Background: an optimization exercise with open tools, aiming at small area. Do not read the settings as production practice.
The RTL was checked by simulation tests, not by an equivalence proof against the original design.
Power and IR drop assume default switching activity. The flow treats the clock pin as an ideal source, which a real chip does not have.

==> flow/design.v (excerpt) <==
module noc_cmd_parser #(
    parameter int         DEPTH     = 256,
    parameter int         FRAMES    = 8,
    parameter logic [7:0] PERM_BASE = noc_sw_pkg::DEF_PERM_BASE,
    parameter int         NUM_PORTS = 4
) (
    input  logic        clk,
    input  logic        reset_n,
    input  logic        noc_to_dev_ctl,
    input  logic [7:0]  noc_to_dev_data,
    output logic        out_valid,
    input  logic        out_ready,
    output logic [8:0]  out_word,
    output logic [1:0]  out_port,
    output logic        out_sop,
    output logic        out_eop,
    output logic        drop_pulse
);
Settings: LEC_CHECK=0, CAP_MARGIN=20, CORE_MARGIN=2, CORE_UTILIZATION=60, CTS_CLUSTER_DIAMETER=100, CTS_CLUSTER_SIZE=30, PLACE_DENSITY=0.8, SLEW_MARGIN=20, SYNTH_HIERARCHICAL=1; clock period 9.0 ns.
standard.sh (not shown) runs the stock make flow with config.mk's settings and CLKGATE_MAP_FILE= SYNTH_SCRIPT=/design/flow/synth_recipe.tcl, a recipe that flattens the netlist after the stock synthesis.
==> flow/flow/run.sh <==
#!/bin/bash
# The standard layout (the standard.sh: ORFS synthesis through finish),
# with one change: clock tree synthesis runs without dummy loads, using the
# same sink clustering as config.mk's CTS_CLUSTER_SIZE / CTS_CLUSTER_DIAMETER, and
# clkbuf_4 for the root and trunk buffers (the leaf buffers stay clkbuf_16).
# make's full output goes to flow_make.log here; each ORFS step keeps its own
# log under orfs/logs/.
set -euo pipefail
export CTS_ARGS="-sink_clustering_enable -repair_clock_nets -dont_use_dummy_load -sink_clustering_size 30 -sink_clustering_max_diameter 100 -root_buf sky130_fd_sc_hd__clkbuf_4 -tree_buf sky130_fd_sc_hd__clkbuf_4"
bash standard.sh finish > flow_make.log 2>&1
Then changed:
--- a/flow/flow/run.sh
+++ b/flow/flow/run.sh
@@ -9 +9 @@
-export CTS_ARGS="-sink_clustering_enable -repair_clock_nets -dont_use_dummy_load -sink_clustering_size 30 -sink_clustering_max_diameter 100 -root_buf sky130_fd_sc_hd__clkbuf_4 -tree_buf sky130_fd_sc_hd__clkbuf_4"
+export CTS_ARGS="-sink_clustering_enable -repair_clock_nets -dont_use_dummy_load -sink_clustering_size 25 -sink_clustering_max_diameter 100 -root_buf sky130_fd_sc_hd__clkbuf_4 -tree_buf sky130_fd_sc_hd__clkbuf_4"
Settings changed: CTS_CLUSTER_SIZE 30 to 25.
After rerunning: The changed run went through all stages and came out clean. Die area is unchanged. Wire length is about the same. Area after synthesis does not change. Cell count barely changes. Hold slack barely changes. Setup slack loses 17 ps. Clock-buffer cell count rises by 14.

* * *

noc_cmd_parser again, from the RTL that the note above started with.
==> flow/config.mk <==
export PLATFORM = sky130hd
export DESIGN_NAME = noc_cmd_parser
export DESIGN_NICKNAME = noc_cmd_parser
export VERILOG_FILES = /design/flow/design.v
export SDC_FILE = /design/flow/constraint.sdc
export NUM_CORES = 4
export LEC_CHECK = 0
export CAP_MARGIN = 10
export CORE_MARGIN = 2
export CORE_UTILIZATION = 60
export CTS_CLUSTER_DIAMETER = 100
export CTS_CLUSTER_SIZE = 25
export PLACE_DENSITY = 0.8
export SLEW_MARGIN = 10
export SYNTH_HIERARCHICAL = 1
==> flow/constraint.sdc <==
create_clock -name core_clock -period 9.0 [get_ports {clk}]
set_input_delay 1.8000 -clock core_clock [delete_from_list [all_inputs] [get_ports {clk}]]
set_output_delay 1.8000 -clock core_clock [all_outputs]
set_load 0.01 [all_outputs]
==> flow/flow/run.sh <==
#!/bin/bash
# The standard layout (the standard.sh: ORFS synthesis through finish),
# with one change: clock tree synthesis runs without dummy loads, using the
# same sink clustering as config.mk's CTS_CLUSTER_SIZE / CTS_CLUSTER_DIAMETER.
# make's full output goes to flow_make.log here; each ORFS step keeps its own
# log under orfs/logs/.
set -euo pipefail
export CTS_ARGS="-sink_clustering_enable -repair_clock_nets -dont_use_dummy_load -sink_clustering_size 25 -sink_clustering_max_diameter 100"
bash standard.sh finish > flow_make.log 2>&1
The starting point went through all stages and came out clean.
Rerun with:
==> flow/flow/run.sh (replaced) <==
#!/bin/bash
# The standard layout (the standard.sh: ORFS synthesis through finish),
# with one change: clock tree synthesis runs without dummy loads, using the
# same sink clustering as config.mk's CTS_CLUSTER_SIZE / CTS_CLUSTER_DIAMETER, and
# clkbuf_4 for the root and trunk buffers (the leaf buffers stay clkbuf_16).
# make's full output goes to flow_make.log here; each ORFS step keeps its own
# log under orfs/logs/.
set -euo pipefail
export CTS_ARGS="-sink_clustering_enable -repair_clock_nets -dont_use_dummy_load -sink_clustering_size 30 -sink_clustering_max_diameter 100 -root_buf sky130_fd_sc_hd__clkbuf_4 -tree_buf sky130_fd_sc_hd__clkbuf_4"
bash standard.sh finish > flow_make.log 2>&1
- CTS_CLUSTER_SIZE: 25 -> 30
After rerunning: The new run completed with no timing, DRC or antenna violations; combinational power is about the same; global-route usage barely changes; sequential power hardly moves; sequential cell count is unchanged; synthesized cell count is unchanged; hold slack gains 0.0040 ns; routed wire length barely changes; setup slack loses 0.12 ns; clock skew goes up by 0.057 ns; sequential share of layout area goes up by 0.47 points; critical path depth is unchanged.
Rerun with:
==> flow/run.sh (new file) <==
#!/bin/bash
# synth_recipe.tcl (not shown) runs the flow's synth.tcl, then flattens the netlist and writes it again
# the make line also repeats each setting of config.mk as NAME=value (left out here)
make -C /OpenROAD-flow-scripts/flow DESIGN_CONFIG=/design/flow/config.mk WORK_HOME=/design/flow/orfs CLKGATE_MAP_FILE= SYNTH_SCRIPT=/design/flow/synth_recipe.tcl finish
- CAP_MARGIN: 10 -> 20
- CTS_CLUSTER_SIZE: 30 -> 25
- PLACE_DENSITY: 0.8 -> unset
- SLEW_MARGIN: 10 -> 20
removed: flow/flow/run.sh
removed: flow/standard.sh
The changed run ran to the end with no violations. Sequential share of layout area drops by 0.90 points. Synthesized area is unchanged. Total power goes up by 4.8%. Wire length rose by 8.3%.
Rerun with:
==> flow/flow/run.sh (new file) <==
#!/bin/bash
# The standard layout (the standard.sh: ORFS synthesis through finish),
# with one change: clock tree synthesis runs without dummy loads, using the
# same sink clustering as config.mk's CTS_CLUSTER_SIZE / CTS_CLUSTER_DIAMETER.
# make's full output goes to flow_make.log here; each ORFS step keeps its own
# log under orfs/logs/.
set -euo pipefail
export CTS_ARGS="-sink_clustering_enable -repair_clock_nets -dont_use_dummy_load -sink_clustering_size 25 -sink_clustering_max_diameter 100"
bash standard.sh finish > flow_make.log 2>&1
==> flow/standard.sh (new file) <==
#!/bin/bash
# synth_recipe.tcl (not shown) runs the flow's synth.tcl, then flattens the netlist and writes it again
# the make line also repeats each setting of config.mk as NAME=value (left out here)
make -C /OpenROAD-flow-scripts/flow DESIGN_CONFIG=/design/flow/config.mk WORK_HOME=/design/flow/orfs CLKGATE_MAP_FILE= SYNTH_SCRIPT=/design/flow/synth_recipe.tcl "${@:-finish}"
- CORE_UTILIZATION: 60 -> 70
- PLACE_DENSITY: unset -> 0.8
removed: flow/run.sh
Outcome: Design area fell by 0.83%. Sequential share of layout area grows by 0.64 points. Clock skew came out higher by 0.027 ns. Register-to-register slack gets better by 0.04 ns. Die area goes down by 14%. Core utilization grows by 10 points. Global-route usage climbs by 2.5 points. Setup slack gains 0.044 ns. Power drops by 2.2%. Hold slack is about the same.
Rerun with:
- CORE_UTILIZATION: 70 -> 60
- PLACE_DENSITY: 0.8 -> unset
The changed run completed with no timing, DRC or antenna violations. Final area rises by 0.54%. Setup slack got worse by 0.076 ns. Register-to-register slack got worse by 0.08 ns. Global-route usage shrinks by 2.5 points. Power grows by about 1.2%. Critical path depth came out lower by 3. Fmax falls by about 1.1%.
Rerun with:
- PLACE_DENSITY: unset -> 0.8
After rerunning: The new run finished clean; cell area hardly moves; via count rises by 3.2%; synthesized cell count stays the same; routed wire length falls by 6.7%; clock power falls by about 2%; setup slack improves by 0.28 ns; area after synthesis stays the same; core utilization falls by 0.10 points; die area stays the same; non-clock buffer count falls by 15.

## what the ideal ports hide
The flow's constraints put no driver on any port. The routed layouts listed below were extracted and timed again, unchanged, in two steps. Step 1 assumes that a clkbuf_16 drives the clock port and a buf_2 every other input. Step 2, shift: input delay + t, output delay - t, t = (earliest + latest rising clock arrival at the registers) / 2. This alone moves slack from input paths to output paths. Slacks: ideal ports / drivers / drivers and shift; pairs: ideal ports / drivers.
run | shift t [ns] | setup slack, ns | clock arrival spread, ns | slew at the worst register clock pin (ns) | worst slew at a driven data input, ns
the first run of note 1 | 1.228 | 2.554 / 2.554 / 2.554 | 0.127 / 0.127 | 0.12 / 0.12 | 0.08
the second run of note 1 | 1.220 | 2.537 / 2.537 / 2.537 | 0.198 / 0.198 | 0.10 / 0.10 | 0.08
the first run of note 2 | 0.775 | 2.688 / 2.688 / 2.688 | 0.074 / 0.075 | 0.10 / 0.10 | 0.07
the second run of note 2 | 1.232 | 2.569 / 2.569 / 2.569 | 0.189 / 0.188 | 0.12 / 0.12 | 0.08
the third run of note 2 | 0.813 | 2.338 / 2.338 / 2.338 | 0.038 / 0.038 | 0.11 / 0.11 | 0.06
the fourth run of note 2 | 0.775 | 2.382 / 2.382 / 2.382 | 0.075 / 0.075 | 0.10 / 0.10 | 0.05
the fifth run of note 2 | 0.799 | 2.306 / 2.306 / 2.306 | 0.060 / 0.060 | 0.10 / 0.10 | 0.06
the sixth run of note 2 | 0.776 | 2.584 / 2.584 / 2.584 | 0.089 / 0.090 | 0.10 / 0.10 | 0.08
After both steps setup and hold are still met in every run listed.
